Source: an optimization exercise on an open RTL-to-GDS flow (aim: small area, a short achievable clock period and few clock cycles per item). Production flows keep margins and buffers that such runs may drop. Only simulation tests tie the RTL to the original design; equivalence was not proved.

==> 09-09: inputs <==
// gnn_mlp_4x4x2
module gnn_mlp_4x4x2 #(
  parameter int IN_W  = 5,
  parameter int HID_W = 11,
  parameter int OUT_W = 17
) (
  input  logic                    clk,
  input  logic                    rst_n,
  input  logic                    in_ready,
  input  logic signed [IN_W-1:0]  x0,
  input  logic signed [IN_W-1:0]  x1,
  input  logic signed [IN_W-1:0]  x2,
  input  logic signed [IN_W-1:0]  x3,
  input  logic signed [IN_W-1:0]  w04,
  input  logic signed [IN_W-1:0]  w14,
  input  logic signed [IN_W-1:0]  w24,
  input  logic signed [IN_W-1:0]  w34,
  input  logic signed [IN_W-1:0]  w05,
  input  logic signed [IN_W-1:0]  w15,
  input  logic signed [IN_W-1:0]  w25,
  input  logic signed [IN_W-1:0]  w35,
  input  logic signed [IN_W-1:0]  w06,
  input  logic signed [IN_W-1:0]  w16,
  input  logic signed [IN_W-1:0]  w26,
  input  logic signed [IN_W-1:0]  w36,
  input  logic signed [IN_W-1:0]  w07,
  input  logic signed [IN_W-1:0]  w17,
  input  logic signed [IN_W-1:0]  w27,
  input  logic signed [IN_W-1:0]  w37,
  input  logic signed [IN_W-1:0]  w48,
  input  logic signed [IN_W-1:0]  w58,
  input  logic signed [IN_W-1:0]  w68,
  input  logic signed [IN_W-1:0]  w78,
  input  logic signed [IN_W-1:0]  w49,
  input  logic signed [IN_W-1:0]  w59,
  input  logic signed [IN_W-1:0]  w69,
  input  logic signed [IN_W-1:0]  w79,
  output logic signed [OUT_W-1:0] out0,
  output logic signed [OUT_W-1:0] out1,
  output logic                    out0_ready,
  output logic                    out1_ready
);
  logic [19:0] xin_r1;
  always_ff @(posedge clk) xin_r1 <= {x3[4], x3[3], x3[2], x3[1], x3[0], x2[4], x2[3], x2[2], x2[1], x2[0], x1[4], x1[3], x1[2], x1[1], x1[0], x0[4], x0[3], x0[2], x0[1], x0[0]};
  wire [4:0] xq0 = {xin_r1[4], xin_r1[3], xin_r1[2], xin_r1[1], xin_r1[0]};
  wire [4:0] xq1 = {xin_r1[9], xin_r1[8], xin_r1[7], xin_r1[6], xin_r1[5]};
  wire [4:0] xq2 = {xin_r1[14], xin_r1[13], xin_r1[12], xin_r1[11], xin_r1[10]};
  wire [4:0] xq3 = {xin_r1[19], xin_r1[18], xin_r1[17], xin_r1[16], xin_r1[15]};
  logic [79:0] win_r2;
  ...
==> flow/config.mk <==
export PLATFORM = sky130hd
export DESIGN_NAME = gnn_mlp_4x4x2
export DESIGN_NICKNAME = gnn_mlp_4x4x2
export VERILOG_FILES = /design/flow/design.v
export SDC_FILE = /design/flow/constraint.sdc
export NUM_CORES = 4
export LEC_CHECK = 0
export CAP_MARGIN = 20
export CORE_MARGIN = 2
export CORE_UTILIZATION = 40
export CTS_CLUSTER_DIAMETER = 100
export CTS_CLUSTER_SIZE = 25
export SETUP_SLACK_MARGIN = 4.9
export SLEW_MARGIN = 20
==> flow/constraint.sdc <==
create_clock -name core_clock -period 8.0 [get_ports {clk}]
set_input_delay 1.6000 -clock core_clock [delete_from_list [all_inputs] [get_ports {clk}]]
set_output_delay 1.6000 -clock core_clock [all_outputs]
set_load 0.01 [all_outputs]
standard.sh (not shown) runs the stock make flow with config.mk's settings and CLKGATE_MAP_FILE= SYNTH_SCRIPT=/design/flow/synth_recipe.tcl, a recipe that flattens the netlist after the stock synthesis.
==> flow/flow/run.sh <==
#!/bin/bash
# Standard layout, with these changes:
#  - the full adders the RTL spells out (sum = a ^ b ^ c, carry = majority) are given to
#    synthesis as sky130 full-adder cells, so the adder trees keep the structure written;
#  - ports are buffered with buf_2 instead of the default delay buffer.
set -euo pipefail
python3 flow/fa_cells.py design.v design_fa.v > fa_cells.log 2>&1
bash standard.sh VERILOG_FILES="$PWD/design_fa.v" \
  BUFFER_PORTS_ARGS="-buffer_cell sky130_fd_sc_hd__buf_2" finish > standard.log 2>&1
==> flow/flow/fa_cells.py <==
#!/usr/bin/env python3
"""Rewrite full adders (and half adders  wire S = A ^ B;  wire CO = A & B;) written as  wire S = A ^ B ^ C;  wire CO = (A & B) | (A & C) | (B & C);
into sky130 full-adder cell instances, so that synthesis keeps the adder trees as written.
Usage: fa_cells.py IN.v OUT.v"""
import re, sys
src = open(sys.argv[1]).read().split('\n')
out = []
n = 0
i = 0
rs = re.compile(r'^\s*wire\s+(\S+)\s*=\s*(\S+)\s*\^\s*(\S+)\s*\^\s*(\S+)\s*;\s*$')
rhs = re.compile(r'^\s*wire\s+(\S+)\s*=\s*(\S+)\s*\^\s*(\S+)\s*;\s*$')
rhc = re.compile(r'^\s*wire\s+(\S+)\s*=\s*(\S+)\s*&\s*(\S+)\s*;\s*$')
rc = re.compile(r'^\s*wire\s+(\S+)\s*=\s*\((\S+)\s*&\s*(\S+)\)\s*\|\s*\((\S+)\s*&\s*(\S+)\)\s*\|\s*\((\S+)\s*&\s*(\S+)\)\s*;\s*$')
while i < len(src):
    m1 = rs.match(src[i])
    m2 = rc.match(src[i + 1]) if m1 and i + 1 < len(src) else None
    if m1 and m2:
        s, a, b, c = m1.groups()
        co = m2.group(1)
        assert m2.groups()[1:] == (a, b, a, c, b, c), src[i:i+2]
        n += 1
        out.append(f'  wire {s}, {co};')
        out.append(f'  sky130_fd_sc_hd__fa_1 bfa_{n} (.A({a}), .B({b}), .CIN({c}), .SUM({s}), .COUT({co}));')
        i += 2
    elif rhs.match(src[i]) and i + 1 < len(src) and rhc.match(src[i + 1]) \
            and rhs.match(src[i]).groups()[1:] == rhc.match(src[i + 1]).groups()[1:]:
        s, a, b = rhs.match(src[i]).groups()
        co = rhc.match(src[i + 1]).group(1)
        n += 1
        out.append(f'  wire {s}, {co};')
        out.append(f'  sky130_fd_sc_hd__ha_1 bha_{n} (.A({a}), .B({b}), .SUM({s}), .COUT({co}));')
        i += 2
    else:
        out.append(src[i])
        i += 1
open(sys.argv[2], 'w').write('\n'.join(out))
sys.stderr.write(f'{n} adder cells mapped\n')
==> inputs of 11-26, as changes to 09-09 <==
==> flow/flow/run.sh (replaced) <==
#!/bin/bash
# Standard layout, with these changes:
#  - the full adders the RTL spells out (sum = a ^ b ^ c, carry = majority) are given to
#    synthesis as sky130 full-adder cells, so the adder trees keep the structure written,
#    and Yosys's own full-adder extraction is skipped (ADDER_MAP_FILE empty);
#  - ports are buffered with buf_2 instead of the default delay buffer.
set -euo pipefail
python3 flow/fa_cells.py design.v design_fa.v > fa_cells.log 2>&1
bash standard.sh VERILOG_FILES="$PWD/design_fa.v" ADDER_MAP_FILE= \
  BUFFER_PORTS_ARGS="-buffer_cell sky130_fd_sc_hd__buf_2" finish > standard.log 2>&1
--- a/flow/config.mk
+++ b/flow/config.mk
@@ -9,6 +9,3 @@
 export CORE_MARGIN = 2
 export CORE_UTILIZATION = 40
-export CTS_CLUSTER_DIAMETER = 100
-export CTS_CLUSTER_SIZE = 25
-export SETUP_SLACK_MARGIN = 4.9
 export SLEW_MARGIN = 20
==> load_flow_metrics.sql <==
INSERT INTO impl_metrics (metric_group, metric, value, unit) VALUES
('floorplan', 'starting_density_of_the_core', '40.40', '%'),
('setup_path', 'worst_ep_required_time', '8.51', 'ns'),
('drt', 'wl_met1', '31520', 'um'),
('global_route', 'grt_max_degree', '27', ''),
('place', 'placed_area', '0.03242', 'mm2'),
('min_path', 'timing.hold.worst.start', 'v_r8[30]$_DFF_P_', ''),
('power_and_ir_drop', 'power_frac_comb', '64.6', '%'),
('floorplan', 'chipWidth', '281.0', 'um'),
('drt', 'detail_route.wl_per_cell', '21.77', 'um'),
('run_status', 'run_status', 'complete, no violations', ''),
('setup_path', 'setup.worst_path.start', 'xin_r1[2]$_DFF_P_', '');
-- figures above: 09-09

==> load_flow_metrics.sql <==
INSERT INTO impl_metrics (metric_group, metric, value, unit) VALUES
('run_status', 'run_status', 'complete, no violations', ''),
('floorplan', 'starting_density_of_the_core', '40.41', '%'),
('drt', 'wl_met1', '29730', 'um'),
('place', 'placed_area', '0.03173', 'mm2'),
('power_and_ir_drop', 'power_frac_comb', '58.7', '%'),
('setup_path', 'worst_ep_required_time', '8.52', 'ns'),
('drt', 'detail_route.wl_per_cell', '20.87', 'um'),
('setup_path', 'setup.worst_path.start', 'xin_r1[17]$_DFF_P_', '');
-- figures above: 11-26

Testbench counts of 09-09, summed over its fixed seeds: cycles 16,040, items 16,000.
Testbench counts of 11-26, summed over its fixed seeds: cycles 16,040, items 16,000.

-- afterwards: timing with drivers on the ports --
In the flow no input, the clock included, has a driving cell. The finished layouts below were timed again as built, in two steps. Step 1, drivers: a clkbuf_16 drives clk and a buf_2 each remaining input, both assumed. Step 2 also shifts input and output timing later by t, the mid clock arrival at the registers, as if the neighbouring blocks saw the same clock. a / b / c = ideal ports / drivers / drivers and shift; a / b = the first two.
run | t (ns) | slack for setup (ns) | worst setup path at the end | worst slew at a driven data input, ns | pins driven straight from the clock port
09-09 | 0.679 | 4.826 / 4.826 / 4.826 | register to register | 0.04 | 1
11-26 | 0.690 | 4.070 / 4.070 / 4.070 | register to register | 0.04 | 1
After both steps every run listed still meets setup and hold.
